Background: an optimization exercise with open tools, aiming at small area, a short achievable clock period and few clock cycles. Do not read the settings as production practice.

==> flow/design.v <==
package chirp_gen_pkg;
  localparam int CHIRP_TYPE_SIZE = 2;
  localparam logic [CHIRP_TYPE_SIZE-1:0] TYPE_UP    = 2'd0;
  localparam logic [CHIRP_TYPE_SIZE-1:0] TYPE_DOWN  = 2'd1;
  localparam logic [CHIRP_TYPE_SIZE-1:0] TYPE_QDOWN = 2'd2;
endpackage
module chirp_add #(
  parameter int W = 32
) (
  input  logic [W-1:0] a,
  input  logic [W-1:0] b,
  input  logic         ci,
  output logic [W-1:0] s
);
  logic [W-1:0] p0, g, p, gn, pn;
  always_comb begin
    p0 = a ^ b;
    g  = a & b;
    p  = p0;
    g[0] = g[0] | (p[0] & ci);
    for (int l = 1; l < W; l = l * 2) begin
      gn = g;
      pn = p;
      for (int i = 0; i < W; i++)
        if ((i / l) % 2 == 1) begin
          gn[i] = g[i] | (p[i] & g[(i / l) * l - 1]);
          pn[i] = p[i] & p[(i / l) * l - 1];
        end
      g = gn;
      p = pn;
    end
    s = p0 ^ {g[W-2:0], ci};
  end
endmodule
module chirp_freq_step #(
  parameter int PRECISION = 32
) (
  input  logic [PRECISION-1:0] freq,
  input  logic [PRECISION-1:0] d,
  input  logic [PRECISION-1:0] w,
  input  logic                 cin,
  input  logic                 k,
  input  logic                 up,
  input  logic                 use_test,    
  input  logic                 force_fold,  
  output logic [PRECISION-1:0] next_freq
);
  localparam int P = PRECISION;
  logic [P-1:0] s, t;
  logic [P-1:0] t_sum, t_car;
  logic [P:0]   x_a, x_b, x_c, x_sum, x_car, x;
  logic         ovf;
  logic         fold;
  always_comb begin
    t_sum = freq ^ d ^ w;
    t_car = {(freq[P-2:0] & d[P-2:0]) | (freq[P-2:0] & w[P-2:0]) | (d[P-2:0] & w[P-2:0]), k};
    x_a   = {freq[P-1], freq};
    x_b   = {d[P-1], d};
    x_c   = {up, up, w[P-1:1]};
    x_sum = x_a ^ x_b ^ x_c;
    x_car = {(x_a[P-1:0] & x_b[P-1:0]) | (x_a[P-1:0] & x_c[P-1:0]) | (x_b[P-1:0] & x_c[P-1:0]), 1'b1};
  end
  chirp_add #(.W(P))   u_s (.a(freq),  .b(d),     .ci(cin),  .s(s));
  chirp_add #(.W(P))   u_t (.a(t_sum), .b(t_car), .ci(1'b0), .s(t));
  chirp_add #(.W(P+1)) u_x (.a(x_sum), .b(x_car), .ci(1'b0), .s(x));
  always_comb begin
    ovf  = (freq[P-1] == d[P-1]) && (s[P-1] != freq[P-1]);
    fold = use_test ? (up ^ x[P] ^ ovf) : force_fold;
    next_freq = fold ? t : s;
  end
endmodule
import chirp_gen_pkg::*;
module chirp_gen #(
  parameter int PRECISION = 32,
  parameter int SYM_W     = 12
) (
  input  logic                       clk,
  input  logic                       rst,
  input  logic                       sym_valid,
  output logic                       sym_ready,
  input  logic [SYM_W-1:0]           sym_value,
  input  logic [CHIRP_TYPE_SIZE-1:0] chirp_type,
  input  logic [3:0]                 sf,
  input  logic [PRECISION-1:0]       bw_sr,
  input  logic [PRECISION-1:0]       phase_inc,
  input  logic [PRECISION-1:0]       symbol_size,
  output logic                       out_valid,
  input  logic                       out_ready,
  output logic [PRECISION-1:0]       phase_out,
  output logic [PRECISION-1:0]       freq_out,
  output logic                       sym_done
);
  localparam int P  = PRECISION;
  localparam int MB = P - SYM_W;    
  logic          st_mul;    
  logic          st_sub;    
  logic          st_run;    
  logic          up_r;      
  logic          cin_r;     
  logic [P-1:0]  w_r;       
  logic [P-1:0]  d_r;       
  logic [P-1:0]  cnt_r;     
  logic          shifting;
  logic          m_last;
  logic          cnt_one;
  logic          size_zero;
  logic          req_up;
  logic          beat;
  logic          start;
  logic          mult;
  logic          accept;
  logic [P-1:0]  next_freq;
  logic [P-1:0]  cnt_dec;
  logic [P-1:0]  phase_sum;
  chirp_add #(.W(P)) u_phase (.a(phase_out), .b(freq_out), .ci(1'b0), .s(phase_sum));
  chirp_add #(.W(P)) u_cnt   (.a(cnt_r), .b('1), .ci(1'b0), .s(cnt_dec));
  always_comb begin
    shifting  = (cnt_r[3:0] != 4'd0);
    m_last    = (cnt_r[P-1:MB+1] == '0);
    cnt_one   = (cnt_r == P'(1));
    size_zero = (symbol_size == '0);
    req_up    = (chirp_type == TYPE_UP);
    out_valid = st_run;
    sym_ready = st_sub;
    beat      = st_run && out_ready;
    start     = sym_valid && ((!st_mul && !st_sub && !st_run) || (beat && cnt_one));
    mult      = st_mul && !shifting;
    accept    = st_sub && sym_valid;
  end
  chirp_freq_step #(
    .PRECISION (P)
  ) u_freq_step (
    .freq       (freq_out),
    .d          (d_r),
    .w          (w_r),
    .cin        (cin_r),
    .k          (cin_r || up_r),
    .up         (up_r),
    .use_test   (st_run),
    .force_fold (1'b0),
    .next_freq  (next_freq)
  );
  always_ff @(posedge clk or posedge rst) begin
    if (rst) begin
      st_mul    <= 1'b0;
      st_sub    <= 1'b0;
      st_run    <= 1'b0;
      up_r      <= 1'b0;
      cin_r     <= 1'b0;
      sym_done  <= 1'b0;
      phase_out <= '0;
    end else begin
      sym_done <= 1'b0;
      if (beat) begin
        phase_out <= phase_sum;
        if (cnt_one) begin
          sym_done  <= 1'b1;
          st_run    <= 1'b0;
        end
      end
      if (start) begin
        up_r      <= 1'b0;
        cin_r     <= !req_up;
        st_mul    <= req_up;
        st_sub    <= !req_up;
      end
      if (mult && m_last) begin
        cin_r     <= 1'b1;
        st_mul    <= 1'b0;
        st_sub    <= 1'b1;
      end
      if (accept) begin
        up_r      <= req_up;
        cin_r     <= !req_up;
        st_sub    <= 1'b0;
        if (size_zero) begin
          sym_done  <= 1'b1;
        end else begin
          st_run    <= 1'b1;
        end
      end
    end
  end
  always_ff @(posedge clk) begin
    if (beat) begin
      freq_out <= next_freq;
      cnt_r    <= cnt_dec;
    end
    if (start) begin
      w_r   <= req_up ? ~bw_sr : bw_sr;
      cnt_r <= {sym_value, {(MB-4){1'b0}}, sf};
      if (req_up) begin
        freq_out <= '0;
        d_r      <= bw_sr;
      end else begin
        freq_out <= {1'b0, bw_sr[P-1:1]};
        d_r      <= ~phase_inc;
      end
    end
    if (st_mul) begin
      if (shifting) begin
        d_r        <= {1'b0, d_r[P-1:1]};
        cnt_r[3:0] <= cnt_dec[3:0];
      end else begin
        if (cnt_r[MB]) freq_out <= next_freq;
        d_r           <= m_last ? ~{1'b0, bw_sr[P-1:1]} : {d_r[P-2:0], 1'b0};
        cnt_r[P-1:MB] <= {1'b0, cnt_r[P-1:MB+1]};
      end
    end
    if (accept) begin
      freq_out <= next_freq;
      cnt_r    <= symbol_size;
      if (req_up) d_r <= phase_inc;
    end
  end
endmodule
clock: 9.0 ns
lec_check: 0
cap_margin: 20
core_margin: 2
core_utilization: 50
cts_buf_list: sky130_fd_sc_hd__clkbuf_4 sky130_fd_sc_hd__clkbuf_8
setup_slack_margin: 5
slew_margin: 20
standard.sh (not shown) runs the stock make flow with config.mk's settings and CLKGATE_MAP_FILE= SYNTH_SCRIPT=/design/flow/synth_recipe.tcl, a recipe that flattens the netlist after the stock synthesis.
==> flow/flow/run.sh <==
#!/bin/bash
# Standard layout, with plain buf_1 cells as the port buffers.
export BUFFER_PORTS_ARGS="-buffer_cell sky130_fd_sc_hd__buf_1"
bash standard.sh > standard.log 2>&1
Then changed:
--- a/flow/design.v
+++ b/flow/design.v
@@ -119,15 +119,15 @@
     m_last    = (cnt_r[P-1:MB+1] == '0);
     cnt_one   = (cnt_r == P'(1));
     size_zero = (symbol_size == '0);
     req_up    = (chirp_type == TYPE_UP);
     out_valid = st_run;
-    sym_ready = st_sub;
     beat      = st_run && out_ready;
     start     = sym_valid && ((!st_mul && !st_sub && !st_run) || (beat && cnt_one));
     mult      = st_mul && !shifting;
-    accept    = st_sub && sym_valid;
+    sym_ready = st_sub || (mult && m_last);
+    accept    = sym_ready && sym_valid;
   end
   chirp_freq_step #(
     .PRECISION (P)
   ) u_freq_step (
     .freq       (freq_out),
@@ -135,11 +135,11 @@
     .w          (w_r),
     .cin        (cin_r),
     .k          (cin_r || up_r),
     .up         (up_r),
     .use_test   (st_run),
-    .force_fold (1'b0),
+    .force_fold (st_mul && cnt_r[MB]),
     .next_freq  (next_freq)
   );
   always_ff @(posedge clk or posedge rst) begin
     if (rst) begin
       st_mul    <= 1'b0;
@@ -158,22 +158,22 @@
           st_run    <= 1'b0;
         end
       end
       if (start) begin
         up_r      <= 1'b0;
-        cin_r     <= !req_up;
+        cin_r     <= 1'b1;
         st_mul    <= req_up;
         st_sub    <= !req_up;
       end
-      if (mult && m_last) begin
-        cin_r     <= 1'b1;
-        st_mul    <= 1'b0;
-        st_sub    <= 1'b1;
+      if (mult) begin
+        cin_r     <= 1'b0;
+        if (m_last) st_mul <= 1'b0;
       end
       if (accept) begin
         up_r      <= req_up;
         cin_r     <= !req_up;
+        st_mul    <= 1'b0;
         st_sub    <= 1'b0;
         if (size_zero) begin
           sym_done  <= 1'b1;
         end else begin
           st_run    <= 1'b1;
@@ -185,32 +185,35 @@
     if (beat) begin
       freq_out <= next_freq;
       cnt_r    <= cnt_dec;
     end
     if (start) begin
-      w_r   <= req_up ? ~bw_sr : bw_sr;
+      w_r   <= bw_sr;
       cnt_r <= {sym_value, {(MB-4){1'b0}}, sf};
       if (req_up) begin
-        freq_out <= '0;
-        d_r      <= bw_sr;
+        freq_out <= ~{1'b0, bw_sr[P-1:1]};
+        d_r      <= '0;
       end else begin
         freq_out <= {1'b0, bw_sr[P-1:1]};
         d_r      <= ~phase_inc;
       end
     end
     if (st_mul) begin
       if (shifting) begin
-        d_r        <= {1'b0, d_r[P-1:1]};
+        w_r        <= {1'b0, w_r[P-1:1]};
         cnt_r[3:0] <= cnt_dec[3:0];
       end else begin
-        if (cnt_r[MB]) freq_out <= next_freq;
-        d_r           <= m_last ? ~{1'b0, bw_sr[P-1:1]} : {d_r[P-2:0], 1'b0};
-        cnt_r[P-1:MB] <= {1'b0, cnt_r[P-1:MB+1]};
+        freq_out       <= next_freq;
+        w_r            <= {w_r[P-2:0], 1'b0};
+        cnt_r[P-1:MB]  <= {1'b0, cnt_r[P-1:MB+1]};
       end
     end
     if (accept) begin
       freq_out <= next_freq;
       cnt_r    <= symbol_size;
-      if (req_up) d_r <= phase_inc;
+      if (req_up) begin
+        w_r <= ~bw_sr;
+        d_r <= phase_inc;
+      end
     end
   end
 endmodule
After rerunning: Final cell count came out higher by 3.3%. Die area is about the same. Hold slack improves by 21 ps. Via count increases by about 5%. Cell area went up by about 2.4%. Non-clock buffer count rose by 20. Wire length went up by about 7%. First-iteration DRC count is higher by about 7%.
Function was not checked in any run of this note: the RTL went through the layout flow alone.

==> separate check: timing with driven ports <==
In the flow no input, the clock included, has a driving cell. The finished layouts below were timed again as built, in two steps.
Step 1: set_driving_cell puts a clkbuf_16 on clk and a buf_2 on each other input, an assumption about the parent block.
Step 2 also shifts input and output timing later by t, the mid clock arrival at the registers, as if the neighbouring blocks saw the same clock.
a / b / c = ideal / step 1 / step 2; a / b = the first two.
run | t (ns) | setup WS [ns] | latest minus earliest clock arrival (ns) | worst register clock-pin slew, ns | worst slew at a driven data input, ns
the first run | 0.546 | 5.111 / 5.139 / 4.594 | 0.019 / 0.019 | 0.11 / 0.11 | 0.06
the second run | 0.540 | 5.061 / 5.034 / 4.541 | 0.033 / 0.032 | 0.12 / 0.12 | 0.08
After both steps every run listed still meets setup and hold. For the second run, which loses most, drivers alone change the setup slack by -0.027 ns; drivers and shift together by -0.520 ns.
